This is an optimization exercise on Yosys and OpenROAD, whose aim is small area, a short achievable clock period and few clock cycles per item, not a production implementation.
Only simulation tests tie the RTL to the original design; equivalence was not proved.
Power and IR drop assume default switching activity.

### run.sh
#!/bin/bash
# synth_recipe.tcl (not shown) runs the flow's synth.tcl, then flattens the netlist and writes it again
# the make line also repeats each setting of config.mk as NAME=value (left out here)
make -C /OpenROAD-flow-scripts/flow DESIGN_CONFIG=/design/flow/config.mk WORK_HOME=/design/flow/orfs CLKGATE_MAP_FILE= SYNTH_SCRIPT=/design/flow/synth_recipe.tcl finish
### config.mk
export PLATFORM = sky130hd
export DESIGN_NAME = icache_resp
export DESIGN_NICKNAME = icache_resp
export VERILOG_FILES = /design/flow/design.v
export SDC_FILE = /design/flow/constraint.sdc
export NUM_CORES = 4
export LEC_CHECK = 0
export CAP_MARGIN = 20
export CORE_MARGIN = 2
export CORE_UTILIZATION = 40
export SLEW_MARGIN = 20
### constraint.sdc
create_clock -name core_clock -period 6.5 [get_ports {i_clk}]
set_input_delay 1.3000 -clock core_clock [delete_from_list [all_inputs] [get_ports {i_clk}]]
set_output_delay 1.3000 -clock core_clock [all_outputs]
set_load 0.01 [all_outputs]
### design.v
module icache_resp #(
    parameter int NUM_LINES = 4,
    parameter int LINE_WORDS = 4
) (
    input  logic        i_clk,
    input  logic        i_rst,
    input  logic        i_req_valid,
    input  logic [31:0] i_req_addr,
    input  logic        i_flush,
    output logic [31:0] o_inst,
    output logic        o_inst_valid,
    output logic        o_stall,
    output logic        o_mem_req,
    output logic [31:0] o_mem_addr,
    input  logic        i_mem_ack,
    input  logic [31:0] i_mem_rdata,
    output logic [31:0] o_hit_cnt,
    output logic [31:0] o_miss_cnt
);
    localparam int OFF_W = $clog2(LINE_WORDS);
    localparam int IDX_W = $clog2(NUM_LINES);
    localparam int TAG_W = 30 - OFF_W - IDX_W;
    logic [LINE_WORDS-1:0] valid_r [NUM_LINES];
    logic [TAG_W-1:0]      tag_r   [NUM_LINES];
    logic [31:0]           data_r  [NUM_LINES][LINE_WORDS];
    logic [OFF_W-1:0]      req_off_s;
    logic [IDX_W-1:0]      req_idx_s;
    logic [TAG_W-1:0]      req_tag_s;
    logic                  tag_eq_s;
    logic                  hit_s;
    logic                  miss_s;
    logic                  fill_s;
    logic                  unused_s;
    assign req_off_s = i_req_addr[2 +: OFF_W];
    assign req_idx_s = i_req_addr[2 + OFF_W +: IDX_W];
    assign req_tag_s = i_req_addr[31 -: TAG_W];
    assign unused_s  = ^i_req_addr[1:0];
    assign tag_eq_s  = (tag_r[req_idx_s] == req_tag_s);
    assign hit_s     = i_req_valid & valid_r[req_idx_s][req_off_s] & tag_eq_s;
    assign miss_s    = i_req_valid & ~hit_s;
    assign fill_s    = miss_s & i_mem_ack & ~i_flush;
    assign o_mem_req    = miss_s;
    assign o_mem_addr   = {i_req_addr[31:2], 2'b00};
    assign o_inst_valid = hit_s | (miss_s & i_mem_ack);
    assign o_stall      = ~o_inst_valid;
    assign o_inst       = hit_s ? data_r[req_idx_s][req_off_s] : i_mem_rdata;
    always_ff @(posedge i_clk) begin
        if (i_rst || i_flush) begin
            for (int i = 0; i < NUM_LINES; i++) begin
                valid_r[i] <= '0;
            end
        end else if (fill_s) begin
            if (tag_eq_s) begin
                valid_r[req_idx_s][req_off_s] <= 1'b1;
            end else begin
                valid_r[req_idx_s] <= LINE_WORDS'(1) << req_off_s;
            end
        end
    end
    always_ff @(posedge i_clk) begin
        if (fill_s) begin
            data_r[req_idx_s][req_off_s] <= i_mem_rdata;
            tag_r[req_idx_s]             <= req_tag_s;
        end
    end
    assign o_hit_cnt  = 32'd0;
    assign o_miss_cnt = 32'd0;
endmodule
==> results of run 1 <==
==> metrics by stage <==
step / setup WS [ps] / instance area (sq um)
floorplan: 806 / 25700
global placement: 262 / 27500
detailed placement: 263 / 27500
global route: 122 / 29600
CTS: 249 / 29600
finish: 334 / 29600
==> worst max-delay path: stages <==
cell             delay, ps
buf_4                  460
mux4_2                 590
xor2_1                 150
nor4_1                 410
nand4_1                310
nor3_4                 310
buf_12                 360
mux2_2                 420
clkdlybuf4s50_1        490
==> per-layer routing <==
layer,global-route usage,vias up,share of wire
met5,0,-,0.00030
met4,0.0453,2,0.019
met3,0.0362,78,0.064
met2,0.262,379,0.48
met1,0.232,6241,0.43
li1,-,4920,-
==> state kept, by name (all words and copies together) (netlist names) <==
name / cells
data_r: 512
tag_r: 104
valid_r: 16
==> power by group through the flow <==
stage / clock network, mW / logic [mW] / registers, mW
2_1_floorplan: 0 / 0.309 / 4.62
3_3_place_gp: 0 / 0.476 / 4.62
3_5_place_dp: 0 / 0.482 / 4.62
4_1_cts: 3.73 / 0.484 / 4.54
5_1_grt: 3.89 / 0.512 / 4.54
6_report: 3.64 / 0.474 / 4.54
==> cell families after synthesis <==
logic type | Yosys count | synth area share
XOR/XNOR | 26 | 0.00896
AO/OA/AOI/OAI | 21 | 0.00600
buffers and inverters | 158 | 0.0398
other | 1 | 0.000148
multiplexers | 222 | 0.182
flip-flops | 632 | 0.746
AND/OR/NAND/NOR | 75 | 0.0161
==> layout make-up <==
cell class	instances	share of cell area
clock inverters	36	0.0102
multi-input cells	410	0.195
inverters	2	0.000253
clock buffers	86	0.0612
flip-flops and latches	632	0.641
well taps	846	0.0357
repair buffers	172	0.0568
==> how the worst max path moves through the flow <==
stage	start	end	slack, ps	cells past startpoint
finish	i_req_addr[4]	o_inst[18]	330	9
global route	i_req_addr[4]	o_inst[18]	120	9
CTS	i_req_addr[4]	o_inst[18]	250	9
detailed placement	i_req_addr[4]	o_inst[8]	260	9
global placement	i_req_addr[4]	o_inst[8]	260	9
floorplan	i_req_addr[5]	data_r[11][0]	810	9
==> cells in the final DEF (no fill, tap or decap), drive strengths merged, types with 3 or more instances in the layout <==
| master | netlist | routed |
|---|---|---|
| and2 | 3 | 3 |
| buf | 127 | 44 |
| clkbuf | 29 | 87 |
| clkdlybuf4s50 | 0 | 127 |
| clkinv | 0 | 32 |
| conb | 1 | 66 |
| edfxtp | 632 | 632 |
| inv | 2 | 3 |
| mux2 | 32 | 32 |
| mux4 | 190 | 190 |
| nand2 | 5 | 5 |
| nand3 | 6 | 6 |
| nor2 | 3 | 3 |
| nor3 | 41 | 41 |
| nor4 | 6 | 6 |
| o21ai | 3 | 3 |
| o31ai | 16 | 16 |
| or3 | 5 | 5 |
| xor2 | 26 | 26 |
==> flow_summary.toml, run 1 <==
[run_status]
status = "complete, no violations"

[yosys]
synth_top_area_cell = "edfxtp_1"
ys_async_sr_fraction = 0
synth_cells = 1135
synth-edff-count = 632
yosysWarnings = 1
synth-seq-area-share = 0.746
ys_ff_latch = 632
netlist_area_sq_um = 25400
synth_cell_types = 28
synth_common_cells = "edfxtp_1 (632), mux4_2 (190), buf_4 (102)"
netlist_top_cells_area = "edfxtp_1 (75%), mux4_2 (17%), buf_4 (3.0%)"
ys.flop_type = "edfxtp_1"
synth_area_per_cell_sq_um = 22.4
synth.most_common_cell = "edfxtp_1"
synthDominantCellAreaShare = 0.746

[clock_network]
worstSkewPairLatency_ps = 610
cts_inserted_buffers = 68
ctsLongestPathBuffers = 3
cts_setup_buffers = 0
cts_root_buffer = "clkbuf_16"
cts-resized-gates = 0
postCtsHoldBufs = 0
clk_pin_slew_worst_paths_ps = 60
cts_num_sinks = 632
cts_tree = "done"
htreeDepth = 3

[route]
dr_total_vias = 11600
route.detailed.wl_per_inst_um = 24.5
via_per_inst = 5.32
drt_iter0_drc = 1026
drt_wl_total_um = 53600
drt-pass1-iter-count = 5
drc = 0
ant_nets = 0

[sta]
hold_violations = 0
rsz0062_at_grt = "no"
fin_tns_setup_ps = 0
maxSlewHeadroom = 0.480
timing.fmax_mhz = 162
worst_clock_skew_ps = 28.2
fin_crit_sh = 0.949
hold_slack_ps = 1400
maxSlewViolCount = 0
worstMarginPinSlew_ps = 780
fin_crit_ps = 6170
setup_viol = 0

[placed_design]
port_buffers = 131
dp_cells = 2062
dp_hpwl_um = 27100
place_congestion = 0.721

[final_layout]
area_growth_pct = 16.5
multi_input_area_sq_um = 5780
utilization = 0.470
drive_above_1_share = 0.285
diodes = 0
nets = 1355
seq_area_sq_um = 19000
instances_no_fill = 2184
fill_cells = 5163

[worst_hold_path]
min_to = "valid_r[0][0]"
holdPathStages = 6
hold_class = "reg2reg"
min-delay-start = "tag_r[3][4]"

[worst_setup_path]
regToRegStartpoint = "tag_r[3][13]"
crit_path_max_fanout = 53
r2r_setup_slack_ps = 2820
cp-start-kind = "input pin"
required_ps = 5200
reg2reg_depth = 9
critPathArrivalTime_ps = 4870
critical_path_class = "in2out"
worst_r2r_endpoint = "data_r[15][4]"
end_kind = "output port"

[power]
p_total_mw = 8.65
power_density_nw_per_um2 = 292
pwr-share-seq = 0.525
swShare = 0.211
p_leak_nw = 9.28
vdd_drop_max_uv = 212
switchingPower_mw = 1.82
pwr-share-clk = 0.421
combinationalPowerShare = 0.055
p_int_mw = 6.83

[global_routing]
grt_max_degree = 79
grt_pass1_vias = 12100
grt-ovfl-total = 0
antenna_found_initial = 1
grt_pass1_wl_um = 79600
grt_usage = 0.165

[floorplan]
core_area_sq_um = 63000
row_count = 92
die_width_um = 256
die_h_um = 256
dieArea_sq_um = 65600
ioPinCount = 200
initial_core_util = 0.404

[flow_run]
max_cap_viol_count = 0
Testbench counts, summed over its fixed seeds: cycles 31,195, fetches 24,000.
==> inputs of run 2 (changes only) <==
--- a/design.v
+++ b/design.v
@@ -1,5 +1,5 @@
 module icache_resp #(
-    parameter int NUM_LINES = 4,
+    parameter int NUM_LINES = 2,
     parameter int LINE_WORDS = 4
 ) (
     input  logic        i_clk,
==> flow/run.sh (new file) <==
#!/bin/bash
# The standard layout, with one change: the constant outputs share the single tie cell
# that synthesis makes, instead of one tie cell per constant output pin.
set -euo pipefail
export SKIP_REPAIR_TIE_FANOUT=1
bash standard.sh finish > layout.log 2>&1
==> standard.sh (new file) <==
#!/bin/bash
# synth_recipe.tcl (not shown) runs the flow's synth.tcl, then flattens the netlist and writes it again
# the make line also repeats each setting of config.mk as NAME=value (left out here)
make -C /OpenROAD-flow-scripts/flow DESIGN_CONFIG=/design/flow/config.mk WORK_HOME=/design/flow/orfs CLKGATE_MAP_FILE= SYNTH_SCRIPT=/design/flow/synth_recipe.tcl "${@:-finish}"
removed: run.sh
==> run 2 against run 1 <==
Net effect:
- global-route usage shrank 1.7 points
- clock-buffer cell count is 47 lower
- sequential cell count shrank 314
- clock skew fell by 15 ps
- non-clock buffer count fell by 17
- clock power is 48% lower
- die area is 46% lower
- critical path depth stayed put
- cell count down 40%
- combinational power down 34%
- synthesized cell count shrank 32%
- critical path type unchanged
- highest routed layer unchanged
==> flow_summary.toml, run 2 <==
[power]
pwr-share-seq = 0.509
combinationalPowerShare = 0.070
vdd_drop_max_uv = 191
power_density_nw_per_um2 = 284
pwr-share-clk = 0.422
p_int_mw = 3.59
p_total_mw = 4.52
swShare = 0.207
switchingPower_mw = 0.933
p_leak_nw = 5.23

[yosys]
netlist_top_cells_area = "edfxtp_1 (70%), mux4_2 (11%), buf_4 (5.3%)"
synthDominantCellAreaShare = 0.703
synth-edff-count = 318
netlist_area_sq_um = 13600
synth_cell_types = 28
synth_common_cells = "edfxtp_1 (318), nand2_1 (100), buf_4 (96)"
synth_area_per_cell_sq_um = 17.6
synth_cells = 773
synth-seq-area-share = 0.703
synth.most_common_cell = "edfxtp_1"
synth_top_area_cell = "edfxtp_1"
ys_ff_latch = 318
yosysWarnings = 1
ys.flop_type = "edfxtp_1"
ys_async_sr_fraction = 0

[final_layout]
largest_reg_flops = 256
largestRegisters = "data_r (256), tag_r (54), valid_r (8)"
largest_register = "data_r"
final_cell_mix = "edfxtp_1 (318), clkdlybuf4s50_1 (128), nand2_1 (100)"
drive_above_1_share = 0.186
layout_commonest_cell = "edfxtp_1"
area_growth_pct = 17.1
nets = 903
diodes = 0
fill_cells = 2811

[global_routing]
grt_usage = 0.149
grt_max_degree = 67
grt_pass1_wl_um = 40100
grt_pass1_vias = 6730
antenna_found_initial = 1
grt-ovfl-total = 0

[floorplan]
row_count = 67
core_area_sq_um = 33400
dieArea_sq_um = 35400
ioPinCount = 200
die_width_um = 188
initial_core_util = 0.406
die_h_um = 188

[worst_setup_path]
end_kind = "output port"
required_ps = 5200
reg2reg_depth = 8
cp_slowest_cell = "a2111oi_4"
worst_r2r_endpoint = "data_r[5][20]"
crit_path_cell_trace = "buf_4 -> mux2i_1 -> xnor2_1 -> nor4_1 -> nand4_1 -> a2111oi_4 -> buf_12 -> mux2_1 -> clkdlybuf4s50_1"
critical_path_class = "in2out"
cp_slowest_stage_delay_ps = 600
regToRegStartpoint = "tag_r[1][3]"
r2r_setup_slack_ps = 3420
cp-start-kind = "input pin"
critPathArrivalTime_ps = 4720
crit_path_max_fanout = 36

[sta]
maxSlewViolCount = 0
fin_crit_ps = 6020
fin_crit_sh = 0.927
worst_clock_skew_ps = 13.3
worstMarginPinSlew_ps = 801
rsz0062_at_grt = "no"
setup_viol = 0
hold_violations = 0
maxSlewHeadroom = 0.466
timing.fmax_mhz = 166
fin_tns_setup_ps = 0

[flow_run]
max_cap_viol_count = 0

[clock_network]
cts_tree = "done"
cts_setup_buffers = 0
cts-resized-gates = 0
worstSkewPairLatency_ps = 510
cts_num_sinks = 318
htreeDepth = 2
ctsLongestPathBuffers = 3
clk_pin_slew_worst_paths_ps = 60
cts_inserted_buffers = 35
postCtsHoldBufs = 0
cts_root_buffer = "clkbuf_16"

[route]
via_per_inst = 5.06
drt_iter0_drc = 347
drt-pass1-iter-count = 7
route.detailed.wl_per_inst_um = 20.3
drc = 0
dr_total_vias = 6603
drt_wl_total_um = 26600
ant_nets = 0
top_layer_used = "met5"
wl_met3_um = 1810
wl_met2_um = 12600
wirelength_met1_um = 11600

[placed_design]
dp_hpwl_um = 15000
port_buffers = 131
place_congestion = 0.690

[run_status]
status = "complete, no violations"

[worst_hold_path]
min-delay-start = "valid_r[1][2]"
hold_class = "reg2reg"
holdPathStages = 3
min_to = "valid_r[1][2]"
-- run 2: changes by cell type in the layout (fill, tap and decap cells not counted), moves of 27 or more --
cell	delta
edfxtp_1	-314
mux4_2	-125
clkbuf_16	-35
conb_1	-65
mux2_1	+28
mux2_2	-27
xnor2_1	+27
mux2i_1	+28
nand2_1	+95
-- run 2: power by group through the flow --
stage / sequential [mW] / combinational, mW / clock [mW]
2_1_floorplan: 2.34 / 0.211 / 0
3_3_place_gp: 2.34 / 0.318 / 0
3_5_place_dp: 2.34 / 0.320 / 0
4_1_cts: 2.30 / 0.321 / 1.95
5_1_grt: 2.30 / 0.344 / 2.03
6_report: 2.30 / 0.315 / 1.91
-- run 2: cells by family after synthesis --
logic type | count (synthesis) | share of synthesized area
AOI/OAI and AO/OA | 12 | 0.00664
and+or+nand+nor | 157 | 0.0504
buffers and inverters | 132 | 0.0661
xor gates and xnor gates | 27 | 0.0174
muxes | 126 | 0.156
other | 1 | 0.000276
DFF | 318 | 0.703
-- run 2: worst max path at each step --
stage	startpoint	to	depth (start not counted)
global placement	i_req_addr[4]	o_inst[3]	9
CTS	i_req_addr[4]	o_inst[1]	9
floorplan	i_req_addr[4]	data_r[7][0]	9
global route	i_req_addr[4]	o_inst[2]	9
finish	i_req_addr[4]	o_inst[19]	9
detailed placement	i_req_addr[4]	o_inst[1]	9
-- run 2: final cells by class --
| cell class | count | area [sq um] | share of cell area |
|---|---|---|---|
| Inverter | 1 | 3.75 | 0.000236 |
| Sequential cell | 318 | 9550 | 0.600 |
| Clock buffer | 39 | 891 | 0.0560 |
| Tap cell | 448 | 561 | 0.0352 |
| Timing Repair Buffer | 155 | 1500 | 0.0941 |
| Clock inverter | 22 | 213 | 0.0134 |
| Multi-Input combinational cell | 323 | 3190 | 0.201 |
-- run 2: worst max-delay path: cells and delay by family --
family          cells  cell delay [ps]
xor+xnor            1               90
mux                 2              690
simple gates        2              770
compound gates      1              600
buf+inv             3             1230
-- run 2: per-stage QoR --
| stage | instance area [sq um] | worst slack, ps | utilization | std cells | hold WS [ps] |
|---|---|---|---|---|---|
| floorplan | 13600 | 196 | - | 773 | 725 |
| global placement | 14800 | 415 | 0.442 | 1245 | 760 |
| finish | 15900 | 476 | 0.475 | 1306 | 785 |
| global route | 15900 | 195 | 0.475 | 1306 | 844 |
| CTS | 15900 | 410 | 0.475 | 1306 | 787 |
| detailed placement | 14800 | 421 | 0.442 | 1245 | 774 |
-- run 2: metal layers --
layer / vias to the layer above / global-route usage
met5: - / 0
met4: 2 / 0.0388
met3: 40 / 0.0313
met2: 205 / 0.237
met1: 3344 / 0.209
li1: 3012 / -
Testbench counts of run 2, summed over its fixed seeds: cycles 31,720, fetches 24,000.
==> inputs of run 3 (changes only) <==
--- a/design.v
+++ b/design.v
@@ -27,6 +27,8 @@
     logic [IDX_W-1:0]      req_idx_s;
     logic [TAG_W-1:0]      req_tag_s;
     logic                  tag_eq_s;
+    logic [NUM_LINES-1:0]  line_hit_s;
+    logic [31:0]           hit_word_s;
     logic                  hit_s;
     logic                  miss_s;
     logic                  fill_s;
@@ -36,14 +38,22 @@
     assign req_tag_s = i_req_addr[31 -: TAG_W];
     assign unused_s  = ^i_req_addr[1:0];
     assign tag_eq_s  = (tag_r[req_idx_s] == req_tag_s);
-    assign hit_s     = i_req_valid & valid_r[req_idx_s][req_off_s] & tag_eq_s;
+    always_comb begin
+        hit_word_s = 32'd0;
+        for (int i = 0; i < NUM_LINES; i++) begin
+            line_hit_s[i] = (req_idx_s == IDX_W'(i)) & valid_r[i][req_off_s] &
+                            (tag_r[i] == req_tag_s);
+            hit_word_s    = hit_word_s | ({32{line_hit_s[i]}} & data_r[i][req_off_s]);
+        end
+    end
+    assign hit_s     = i_req_valid & (|line_hit_s);
     assign miss_s    = i_req_valid & ~hit_s;
     assign fill_s    = miss_s & i_mem_ack & ~i_flush;
     assign o_mem_req    = miss_s;
     assign o_mem_addr   = {i_req_addr[31:2], 2'b00};
     assign o_inst_valid = hit_s | (miss_s & i_mem_ack);
     assign o_stall      = ~o_inst_valid;
-    assign o_inst       = hit_s ? data_r[req_idx_s][req_off_s] : i_mem_rdata;
+    assign o_inst       = hit_word_s | ({32{~(|line_hit_s)}} & i_mem_rdata);
     always_ff @(posedge i_clk) begin
         if (i_rst || i_flush) begin
             for (int i = 0; i < NUM_LINES; i++) begin
==> run 3 against run 2 <==
Net effect:
- sequential power hardly changed
- global-route usage up 0.60 points
- critical path depth is the same
- cell area increased by 1.4%
- first-iteration DRC count up 38%
- largest power group unchanged
- wire length rose by 3.4%
- clock power is 2% higher
- synthesized area up 1.9%
- combinational power shrank 2%
- highest routed layer unchanged
- clock-buffer cell count increased by 5
==> flow_summary.toml, run 3 <==
[sta]
fin_crit_sh = 0.879
worst_clock_skew_ps = 27.9
worstMarginPinSlew_ps = 982
maxSlewViolCount = 0
hold_violations = 0
setup_viol = 0
fin_tns_setup_ps = 0
hold_slack_ps = 1060
maxSlewHeadroom = 0.345
fin_crit_ps = 5710
timing.fmax_mhz = 175
rsz0062_at_grt = "no"

[global_routing]
grt_pass1_wl_um = 42000
grt_usage = 0.155
antenna_found_initial = 2
grt-ovfl-total = 0
grt_pass1_vias = 6957
grt_max_degree = 68

[final_layout]
largestRegisters = "data_r (256), tag_r (54), valid_r (8)"
largest_register = "data_r"
seq_area_sq_um = 9550
area_growth_pct = 16.6
layout_commonest_cell = "edfxtp_1"
diodes = 0
largest_reg_flops = 256
final_cell_mix = "edfxtp_1 (318), clkdlybuf4s50_1 (129), mux4_2 (66)"
fill_cells = 2960
nets = 924
drive_above_1_share = 0.185
multi_input_area_sq_um = 3140

[floorplan]
ioPinCount = 200
die_h_um = 190
die_width_um = 190
dieArea_sq_um = 36100
core_area_sq_um = 34300
initial_core_util = 0.403
row_count = 68

[yosys]
yosys.area_share.xor_xnor = 0.0418
synth_cells = 795
netlist_area_sq_um = 13800
synth_compound_area_frac = 0.0394
synthDominantCellAreaShare = 0.690
synth-seq-area-share = 0.690
synth.mux.area_fraction = 0.116
synth.most_common_cell = "edfxtp_1"
ys_ff_latch = 318
yosys.area_share.simple = 0.0264
ys_async_sr_fraction = 0
synth_top_family_by_area = "multiplexers"
synth_fa_ha_area_frac = 0
synth_cell_types = 42
netlist_top_cells_area = "edfxtp_1 (69%), mux4_2 (11%), buf_4 (5.2%)"
synth-edff-count = 318
synth_area_per_cell_sq_um = 17.4
synth_top_area_cell = "edfxtp_1"
synth_common_cells = "edfxtp_1 (318), buf_4 (96), mux4_2 (66)"
yosysWarnings = 1
ys.flop_type = "edfxtp_1"

[route]
drt_wl_total_um = 27500
route.detailed.wl_per_inst_um = 20.6
dr_total_vias = 6786
drt_iter0_drc = 479
drc = 0
via_per_inst = 5.08
drt-pass1-iter-count = 5
ant_nets = 0

[worst_hold_path]
hold_class = "reg2reg"
min-delay-start = "tag_r[1][10]"

[flow_run]
max_cap_viol_count = 0

[worst_setup_path]
critical_path_class = "in2out"
crit_start = "i_req_addr[10]"
cp-start-kind = "input pin"
required_ps = 5200
crit_path_cell_trace = "clkdlybuf4s50_1 -> xor2_1 -> nor4_1 -> nand4_1 -> or3_1 -> buf_4 -> o22ai_1 -> a21o_1 -> clkdlybuf4s50_1"
cp_slowest_cell = "clkdlybuf4s50_1"
critPathArrivalTime_ps = 4410
cp_slowest_stage_delay_ps = 580
end_kind = "output port"
regToRegStartpoint = "valid_r[1][0]"
critPathMostFrequentCell = "clkdlybuf4s50_1"
crit_family = "buffers and inverters"
path_buf_inv = 3
crit_path_max_fanout = 34

[clock_network]
cts_inserted_buffers = 35
worstSkewPairLatency_ps = 520
cts_tree = "done"
ctsLongestPathBuffers = 3
cts_setup_buffers = 0
cts_root_buffer = "clkbuf_16"
cts_num_sinks = 318
cts-resized-gates = 0
postCtsHoldBufs = 0
clk_pin_slew_worst_paths_ps = 50
htreeDepth = 2

[placed_design]
port_buffers = 131
place_congestion = 0.715
dp_hpwl_um = 15400

[power]
vdd_drop_max_uv = 213
power_density_nw_per_um2 = 283
p_total_mw = 4.56
p_leak_nw = 5.49

[run_status]
status = "complete, no violations"
[run 3: changes by cell type in the layout (fill, tap and decap cells not counted), sizes merged, moves of 5 or more]
cell and change:
nand2 -95, inv +60, mux2i -16, a21oi +5, o22ai +32, clkbuf +5
mux2 -33, xor2 +39, nand4 +8, nor4 -6, a21o +32, nor3 +6
nand3 -5
[run 3: final cells by class]
class                      count  area share
clock buffer                  44      0.0577
clock inverter                19      0.0128
inverter                      65      0.0151
multi-input combinational    283       0.195
sequential                   318       0.592
tap                          455      0.0353
timing repair buffer         152      0.0922
[run 3: final timing paths]
| kind | to | slack (ps) | depth (start not counted) |
|---|---|---|---|
| setup / recovery | o_inst[18] | 790 | 9 |
| hold reg to reg | valid_r[0][2] | 1060 | 6 |
| setup reg to reg | data_r[1][3] | 3450 | 7 |
| hold / removal | valid_r[0][2] | 1060 | 6 |
[run 3: per-stage QoR]
| stage | instance area (sq um) | util | worst slack, ps | std cells |
|---|---|---|---|---|
| final | 16100 | 0.470 | 789 | 1336 |
| after CTS | 16100 | 0.470 | 731 | 1336 |
| after detailed placement | 15000 | 0.437 | 752 | 1273 |
| after global routing | 16100 | 0.470 | 584 | 1336 |
| after global placement | 15000 | 0.437 | 786 | 1273 |
| after floorplan | 13800 | - | 1080 | 795 |
[run 3: cells by family after synthesis]
| family | after synthesis |
|---|---|
| AO/OA/AOI/OAI | 78 |
| XOR/XNOR | 66 |
| buffers and inverters | 194 |
| flip-flops | 318 |
| multiplexers | 78 |
| other | 1 |
| AND/OR/NAND/NOR | 60 |
[run 3: power by group]
part / internal (mW) / switching [mW]
combinational: 0.148 / 0.160
sequential: 2.29 / 0.00971
clock: 1.18 / 0.772
[run 3: worst register-to-register path, cell delays in order, from the launching register on]
cell and delay [ps]:
edfxtp_1 360, mux4_2 450, and4_1 200, nand4_4 230, nand3_1 220, buf_4 260
nor3_2 670, buf_12 320
[run 3: per-layer routing]
layer,vias to the layer above,share of wire,track usage
li1,3073,-,-
met1,3481,0.44,0.210
met2,184,0.48,0.255
met3,44,0.062,0.0327
met4,4,0.019,0.0394
met5,-,0.00091,0
Testbench counts of run 3, summed over its fixed seeds: cycles 31,720, fetches 24,000.
==> inputs of run 4 (changes only) <==
--- a/config.mk
+++ b/config.mk
@@ -8,4 +8,5 @@
 export CAP_MARGIN = 20
 export CORE_MARGIN = 2
 export CORE_UTILIZATION = 40
+export SETUP_SLACK_MARGIN = 1.5
 export SLEW_MARGIN = 20
==> run 4 against run 3 <==
Net effect:
- still clean
- clock skew shrank 0.87 ps
- fmax grew 12%
- cell area grew 1.0%
==> flow_summary.toml, run 4 <==
[run_status]
status = "complete, no violations"

[clock_network]
worstSkewPairLatency_ps = 520
cts_inserted_buffers = 35
htreeDepth = 2
ctsLongestPathBuffers = 3
postCtsHoldBufs = 0
cts_tree = "done"
cts_num_sinks = 318
cts_root_buffer = "clkbuf_16"
clk_pin_slew_worst_paths_ps = 50

[yosys]
synth_area_per_cell_sq_um = 17.4
ys.flop_type = "edfxtp_1"
ys_async_sr_fraction = 0
synthDominantCellAreaShare = 0.690
synth_cell_types = 42
ys_ff_latch = 318
synth_cells = 795
synth_top_area_cell = "edfxtp_1"
netlist_top_cells_area = "edfxtp_1 (69%), mux4_2 (11%), buf_4 (5.2%)"
yosysWarnings = 1
netlist_area_sq_um = 13800
synth_common_cells = "edfxtp_1 (318), buf_4 (96), mux4_2 (66)"
synth.most_common_cell = "edfxtp_1"
synth-edff-count = 318
synth-seq-area-share = 0.690

[placed_design]
place_area_sq_um = 15000
dp_cells = 1273
port_buffers = 131
place_congestion = 0.715
dp_hpwl_um = 15400
post-place-ws_ps = 752

[worst_setup_path]
cp-start-kind = "input pin"
end_kind = "output port"
critical_path_class = "in2out"
required_ps = 5200
crit_path_max_fanout = 26
critPathArrivalTime_ps = 3790

[final_layout]
instances_no_fill = 1342
diodes = 0
final_cell_mix = "edfxtp_1 (318), clkdlybuf4s50_1 (84), mux4_2 (66)"
largest_register = "data_r"
utilization = 0.475
largestRegisters = "data_r (256), tag_r (54), valid_r (8)"
layout_commonest_cell = "edfxtp_1"
area_growth_pct = 17.8
fin_area_sq_um = 16300
largest_reg_flops = 256
nets = 930
drive_above_1_share = 0.214

[power]
power_density_nw_per_um2 = 279
p_total_mw = 4.55
p_leak_nw = 5.71
vdd_drop_max_uv = 212

[sta]
fin_crit_ps = 5090
maxSlewHeadroom = 0.341
timing.fmax_mhz = 196
fin_tns_setup_ps = 0
rsz0062_at_grt = "yes"
worstMarginPinSlew_ps = 989
hold_violations = 0
maxSlewViolCount = 0
hold_slack_ps = 1070
worst_clock_skew_ps = 27.0
setup_ws_ps = 1410
fin_crit_sh = 0.783
setup_viol = 0

[floorplan]
die_width_um = 190
ioPinCount = 200
core_area_sq_um = 34300
die_h_um = 190
dieArea_sq_um = 36100
row_count = 68
initial_core_util = 0.403

[route]
via_per_inst = 5.08
route.detailed.wl_per_inst_um = 20.9
drt-pass1-iter-count = 4
drc = 0
drt_wl_total_um = 28000
dr_total_vias = 6815
drt_iter0_drc = 452
ant_nets = 0

[global_routing]
grt_usage = 0.155
grt-ovfl-total = 0
grt_max_degree = 68
antenna_found_initial = 2
grt_pass1_vias = 6984
grt_pass1_wl_um = 42100

[worst_hold_path]
hold_class = "in2reg"

[flow_run]
max_cap_viol_count = 0
==> run 4: cell counts after synthesis <==
No cell type changed its count.
==> run 4: per-layer routing <==
metal / GRT usage / wire, um / part of all wire
met1: 0.210 / 12200 / 0.44
met2: 0.256 / 13600 / 0.48
met3: 0.0325 / 1710 / 0.061
met4: 0.0394 / 473 / 0.017
met5: 0 / 25 / 0.00089
==> run 4: logic make-up (layout without fill, tap and decap cells) <==
group	after synthesis	after routing	share of synthesized area
xor gates and xnor gates	66	66	0.0418
other	1	1	0.000271
muxes	78	78	0.116
buffers and inverters	194	286	0.0855
and+or+nand+nor	60	60	0.0264
AOI/OAI and AO/OA	78	78	0.0394
DFF	318	318	0.690
==> run 4: final cells by class <==
type                       instances  area, sq um
sequential                       318         9550
clock inverter                    19          206
inverter                          65          248
timing repair buffer             158         1570
multi-input combinational        283         3220
fill                            2960        18000
clock buffer                      44          931
tap                              455          569
==> run 4: path summary, 6_finish.rpt <==
| check | startpoint | to | slack (ps) | depth (start not counted) |
|---|---|---|---|---|
| worst max register to register | valid_r[0][2] | data_r[1][3] | 3610 | 7 |
| worst max-delay path | i_req_addr[7] | o_inst[2] | 1410 | 9 |
| worst min-delay path | i_req_addr[21] | tag_r[1][16] | 1070 | 1 |
| worst min register to register | tag_r[0][21] | valid_r[0][2] | 1110 | 5 |
==> run 4: repair_timing <==
action / CTS / global route
gates cloned: 0 / 2
setup buffers: 2 / 2
gates resized for setup: 54 / 33
endpoints found under the setup margin: 35 / 35
pin swaps: 7 / 3
==> run 4: critical path, cell delays in order <==
cell and delay [ps]:
dlygate4sd2_1 310, xnor2_1 180, nand4_1 180, nor4_4 430, nand4_4 220, buf_12 240, o22ai_1 280, a21o_1 120
clkdlybuf4s50_1 520
==> run 4: where the power goes <==
group / leakage [nW] / internal (mW) / switching, mW
Combinational: 2.27 / 0.141 / 0.162
Sequential: 2.89 / 2.29 / 0.00968
Clock: 0.548 / 1.18 / 0.769
==> inputs of run 5 (changes only) <==
--- a/config.mk
+++ b/config.mk
@@ -8,5 +8,5 @@
 export CAP_MARGIN = 20
 export CORE_MARGIN = 2
 export CORE_UTILIZATION = 40
-export SETUP_SLACK_MARGIN = 1.5
+export SETUP_SLACK_MARGIN = 3.5
 export SLEW_MARGIN = 20
==> run 5 against run 4 <==
Net effect:
- still clean
- wire length grew 15%
- clock power shrank 17%
- first-iteration DRC count grew 21%
- cell area grew 11%
- cell count grew 7.3%
- register-to-register slack lost 1200 ps
- via count grew 9.3%
- global-route usage grew 2.2 points
==> flow_summary.toml, run 5 <==
[run_status]
status = "complete, no violations"

[final_layout]
seq_area_sq_um = 9550
fill_cells = 2717
largest_reg_flops = 256
final_cell_mix = "edfxtp_1 (318), mux4_2 (66), buf_4 (56)"
largest_register = "data_r"
layout_commonest_cell = "edfxtp_1"
drive_above_1_share = 0.416
nets = 1031
multi_input_area_sq_um = 3840
largestRegisters = "data_r (256), tag_r (54), valid_r (8)"
area_growth_pct = 30.6

[sta]
fin_tns_setup_ps = 0
setup_ws_ps = 1850
rsz0062_at_grt = "yes"
worstMarginPinSlew_ps = 783
fin_crit_sh = 0.716
hold_violations = 0
worst_clock_skew_ps = 20.5
setup_viol = 0
maxSlewHeadroom = 0.475
maxSlewViolCount = 0
timing.fmax_mhz = 215
fin_crit_ps = 4650

[power]
p_leak_nw = 6.48
power_density_nw_per_um2 = 238
vdd_drop_max_uv = 214

[clock_network]
worstSkewPairLatency_ps = 580
htreeDepth = 1
clk_pin_slew_worst_paths_ps = 60
postCtsHoldBufs = 0
cts_root_buffer = "clkbuf_16"
cts_num_sinks = 318
cts_tree = "done"
ctsLongestPathBuffers = 3
cts_inserted_buffers = 31

[floorplan]
initial_core_util = 0.403
die_h_um = 190
core_area_sq_um = 34300
ioPinCount = 200
row_count = 68
dieArea_sq_um = 36100
die_width_um = 190

[route]
via_per_inst = 5.17
route.detailed.wl_per_inst_um = 22.5
ant_nets = 0
drt_iter0_drc = 545
drc = 0
drt_wl_total_um = 32300
dr_total_vias = 7449
drt-pass1-iter-count = 5

[flow_run]
max_cap_viol_count = 0

[yosys]
ys.flop_type = "edfxtp_1"
synth_top_area_cell = "edfxtp_1"
netlist_area_sq_um = 13800
synth_cell_types = 42
synth.most_common_cell = "edfxtp_1"
yosysWarnings = 1
synth-seq-area-share = 0.690
synth_area_per_cell_sq_um = 17.4
ys_async_sr_fraction = 0
synth_common_cells = "edfxtp_1 (318), buf_4 (96), mux4_2 (66)"
netlist_top_cells_area = "edfxtp_1 (69%), mux4_2 (11%), buf_4 (5.2%)"
synthDominantCellAreaShare = 0.690
ys_ff_latch = 318
synth-edff-count = 318
synth_cells = 795

[worst_hold_path]
min-delay-start = "i_req_addr[15]"
hold_class = "in2reg"

[worst_setup_path]
required_ps = 5200
cp-start-kind = "input pin"
critical_path_class = "in2out"
regToRegStartpoint = "tag_r[0][10]"
critPathArrivalTime_ps = 3350
crit_path_max_fanout = 7
end_kind = "output port"
crit_start = "i_req_addr[5]"

[global_routing]
grt_usage = 0.177
grt_pass1_wl_um = 47200
grt_pass1_vias = 7494
grt-ovfl-total = 0
antenna_found_initial = 1
grt_max_degree = 67

[placed_design]
port_buffers = 131
dp_hpwl_um = 15200
place_congestion = 0.717
post-place-ws_ps = 576
==> run 5: worst max-delay path, stage by stage <==
cell     delay, ps
buf_8          100
xor2_2         130
nor4_2         260
buf_4          170
nand3_2         90
or3_4          480
buf_12         180
buf_16         150
o22ai_4        160
a21o_1         170
buf_2          150
==> run 5: per-layer routing <==
metal | GRT usage | up-vias | routed length, um
met4 | 0.0334 | 0 | 464
met5 | 0 | - | 0
met1 | 0.247 | 3882 | 14000
li1 | - | 3296 | -
met3 | 0.0306 | 29 | 2020
met2 | 0.295 | 242 | 15900
==> run 5: logic make-up after synthesis <==
family | Yosys count | share of synthesized area
AO/OA/AOI/OAI | 78 | 0.0394
XOR/XNOR | 66 | 0.0418
buffers and inverters | 194 | 0.0855
flip-flops | 318 | 0.690
multiplexers | 78 | 0.116
other | 1 | 0.000271
AND/OR/NAND/NOR | 60 | 0.0264
==> run 5: metrics by stage <==
step                      hold WS (ps)   util  instances  power (mW)  cell area (sq um)
final                              938  0.527       1440        4.30              18100
after global routing               918  0.527       1439        4.44              18100
after CTS                          929  0.515       1424        4.31              17700
after detailed placement          1070  0.439       1269        2.66              15000
after global placement            1050  0.439       1269        2.66              15000
after floorplan                    937      -        795        2.56              14000
==> run 5: layout make-up <==
| type | instances | area share |
|---|---|---|
| sequential | 318 | 0.529 |
| multi-input combinational | 287 | 0.212 |
| timing repair buffer | 259 | 0.164 |
| clock buffer | 40 | 0.0448 |
| tap | 455 | 0.0315 |
| inverter | 65 | 0.0135 |
| clock inverter | 15 | 0.00464 |
| antenna | 1 | 0.000139 |
==> run 5: repair_timing <==
action / in CTS / in global routing
resized for setup: 548 / 37
pin swaps: 50 / 16
setup endpoints to repair: 391 / 367
cloned: 15 / 6
buffers inserted: 85 / 9
==> run 5: final timing paths <==
check	depth (start not counted)	slack [ps]	endpoint
min	1	940	tag_r[1][10]
min reg2reg	6	1170	valid_r[1][0]
max	11	1850	o_inst[26]
max reg2reg	30	2380	valid_r[0][3]
==> run 5: where the power goes <==
| group | switching [mW] | internal [mW] |
|---|---|---|
| Sequential | 0.0115 | 2.29 |
| Combinational | 0.196 | 0.190 |
| Clock | 0.732 | 0.875 |
| Total | 0.940 | 3.36 |
==> inputs of run 6 (changes only) <==
--- a/config.mk
+++ b/config.mk
@@ -8,5 +8,5 @@
 export CAP_MARGIN = 20
 export CORE_MARGIN = 2
 export CORE_UTILIZATION = 40
-export SETUP_SLACK_MARGIN = 3.5
+export SETUP_SLACK_MARGIN = 2.5
 export SLEW_MARGIN = 20
==> run 6 against run 5 <==
Net effect:
- first-iteration DRC count up 5.0%
- worst setup slack worse by 18 ps
- global-route usage down 0.39 points
- via count down 2.1%
- register-to-register slack worse by 50 ps
- cell area down 2.7%
- synthesized area unchanged
- power up 5.1%
- combinational power down 8.3%
- clock skew down 1.5 ps
- highest routed layer unchanged
==> flow_summary.toml, run 6 <==
[run_status]
status = "complete, no violations"

[final_layout]
instances_no_fill = 1415
utilization = 0.512
largestRegisters = "data_r (256), tag_r (54), valid_r (8)"
area_growth_pct = 27.0
fill_cells = 2775
layout_commonest_cell = "edfxtp_1"
final_cell_mix = "edfxtp_1 (318), mux4_2 (66), clkdlybuf4s50_1 (66)"
largest_register = "data_r"
largest_reg_flops = 256
nets = 1002
drive_above_1_share = 0.383

[worst_setup_path]
cp_slowest_stage_delay_ps = 450
critical_path_depth = 10
critPathMostFrequentCell = "buf_6"
cp-start-kind = "input pin"
crit_family = "simple AND/OR/NAND/NOR gates"
critical_path_class = "in2out"
crit_start = "i_req_addr[15]"
regToRegStartpoint = "tag_r[0][8]"
critPathArrivalTime_ps = 3370
r2r_setup_slack_ps = 2330
worst_r2r_endpoint = "valid_r[0][3]"
crit_end = "o_inst[2]"
crit_path_max_fanout = 7
end_kind = "output port"
crit_path_cell_trace = "buf_6 -> xnor2_1 -> nand4_1 -> nor4_4 -> nand4_4 -> buf_6 -> and2_4 -> buf_6 -> a21o_1 -> buf_2"
cp_slowest_cell = "nor4_4"
required_ps = 5200
path_buf_inv = 4
reg2reg_depth = 29

[clock_network]
cts_inserted_buffers = 35
clk_pin_slew_worst_paths_ps = 50
htreeDepth = 2
postCtsHoldBufs = 0
cts_root_buffer = "clkbuf_16"
worstSkewPairLatency_ps = 510
cts_tree = "done"
cts_num_sinks = 318
ctsLongestPathBuffers = 3

[sta]
fin_crit_ps = 4670
worstMarginPinSlew_ps = 1070
maxSlewHeadroom = 0.287
maxSlewViolCount = 0
fin_tns_setup_ps = 0
fin_crit_sh = 0.719
rsz0062_at_grt = "yes"
hold_violations = 0
worst_clock_skew_ps = 19.0
timing.fmax_mhz = 214
setup_viol = 0

[floorplan]
die_width_um = 190
die_h_um = 190
ioPinCount = 200
core_area_sq_um = 34300
dieArea_sq_um = 36100
row_count = 68
initial_core_util = 0.403

[yosys]
synthDominantCellAreaShare = 0.690
netlist_area_sq_um = 13800
synth_common_cells = "edfxtp_1 (318), buf_4 (96), mux4_2 (66)"
ys_async_sr_fraction = 0
synth_cells = 795
netlist_top_cells_area = "edfxtp_1 (69%), mux4_2 (11%), buf_4 (5.2%)"
synth-edff-count = 318
yosysWarnings = 1
synth.most_common_cell = "edfxtp_1"
synth_area_per_cell_sq_um = 17.4
synth_cell_types = 42
synth_top_area_cell = "edfxtp_1"
ys_ff_latch = 318
synth-seq-area-share = 0.690
ys.flop_type = "edfxtp_1"

[global_routing]
grt_pass1_vias = 7457
grt-ovfl-total = 0
antenna_found_initial = 2
grt_pass1_wl_um = 46300
grt_max_degree = 69
grt_usage = 0.173

[placed_design]
place_congestion = 0.696
port_buffers = 131
dp_cells = 1272
dp_hpwl_um = 15500

[power]
vdd_drop_max_uv = 180
power_density_nw_per_um2 = 257
p_leak_nw = 6.22

[flow_run]
max_cap_viol_count = 0

[route]
dr_total_vias = 7289
via_per_inst = 5.15
ant_nets = 0
drt_wl_total_um = 31500
drt_iter0_drc = 572
drc = 0
route.detailed.wl_per_inst_um = 22.3
drt-pass1-iter-count = 4

[worst_hold_path]
min-delay-start = "i_req_addr[20]"
holdPathStages = 1
hold_class = "in2reg"
-- run 6: kinds of logic (layout without fill, tap and decap cells) --
family	Yosys count	in the layout	share of synthesized area
AOI/OAI and AO/OA	78	78	0.0394
xor gates and xnor gates	66	66	0.0418
buffers and inverters	194	353	0.0855
DFF	318	318	0.690
muxes	78	78	0.116
other	1	3	0.000271
and+or+nand+nor	60	64	0.0264
-- run 6: stage by stage --
step,instance area [sq um],setup slack [ps],hold slack (ps),power [mW]
after floorplan,13900,2030,932,2.55
after global placement,15000,487,1050,2.66
after detailed placement,15000,448,1050,2.66
after CTS,17100,1820,968,4.54
after global routing,17600,1730,967,4.68
final,17600,1830,987,4.51
-- run 6: worst register-to-register path, delay by kind of cell, from the launching register on --
| family | cells | cell delay [ps] |
|---|---|---|
| AO/OA/AOI/OAI | 2 | 470 |
| buffers and inverters | 24 | 2230 |
| flip-flops | 1 | 450 |
| AND/OR/NAND/NOR | 2 | 540 |
| XOR/XNOR | 1 | 220 |
-- run 6: how the worst min path moves through the flow --
| stage | slack (ps) | to |
|---|---|---|
| 3_3_place_gp | 1050 | valid_r[0][2] |
| 6_report | 990 | tag_r[1][15] |
| 2_1_floorplan | 930 | valid_r[1][1] |
| 3_5_place_dp | 1050 | valid_r[0][2] |
| 4_1_cts | 970 | tag_r[1][25] |
| 5_1_grt | 970 | tag_r[1][15] |
-- run 6: what timing repair did --
action	4_1_cts	5_1_grt
resized for setup	376	108
pin swaps	40	28
setup buffers	61	10
cloned	7	1
setup endpoints to repair	225	45
-- run 6: report_power, final --
part / internal, mW / switching (mW) / total, mW
clock: 1.10 / 0.760 / 1.86
sequential: 2.29 / 0.0115 / 2.30
combinational: 0.168 / 0.187 / 0.354
total: 3.56 / 0.958 / 4.51
-- run 6: cell type report --
| cell class | instances | area (sq um) | area share |
|---|---|---|---|
| Clock buffer | 45 | 935 | 0.0532 |
| Multi-Input combinational cell | 287 | 3810 | 0.217 |
| Timing Repair Buffer | 226 | 2310 | 0.132 |
| Antenna cell | 2 | 5.00 | 0.000285 |
| Clock inverter | 17 | 141 | 0.00805 |
| Sequential cell | 318 | 9550 | 0.544 |
| Tap cell | 455 | 569 | 0.0324 |
| Inverter | 65 | 244 | 0.0139 |
-- run 6: layer usage --
metal  share of wire  vias up  GRT usage
met4           0.016        0     0.0391
met5               0        -          0
li1                -     3225          -
met3           0.062       45     0.0341
met1            0.43     3775      0.240
met2            0.49      244      0.284

re-timing with driven ports:
No port has a modelled driver above. Below, the same layouts with a new extraction and two added sets of constraints. Step 1 assumes that a clkbuf_16 drives the clock port and a buf_2 every other input. Step 2 moves the port delays by t, midway between the first and last clock arrival at a register: inputs arrive t later, outputs are due t later. That takes back most of the time a late clock gives input paths. Slacks: ideal ports / drivers / drivers and shift; pairs: ideal ports / drivers.
| run | shift t [ns] | setup WS [ns] | clock arrival spread, ns |
|---|---|---|---|
| run 1 | 0.658 | 0.334 / 0.308 / 0.308 | 0.029 / 0.028 |
| run 2 | 0.550 | 0.476 / 0.451 / 0.451 | 0.019 / 0.019 |
| run 3 | 0.554 | 0.789 / 0.764 / 0.764 | 0.028 / 0.028 |
| run 4 | 0.554 | 1.409 / 1.386 / 1.386 | 0.027 / 0.028 |
| run 5 | 0.619 | 1.847 / 1.807 / 1.434 | 0.020 / 0.021 |
| run 6 | 0.554 | 1.829 / 1.782 / 1.398 | 0.023 / 0.023 |
After both steps every run listed still meets setup and hold. The setup slack of run 6, which loses most, moves by -0.047 ns with the drivers and by -0.431 ns with both steps.
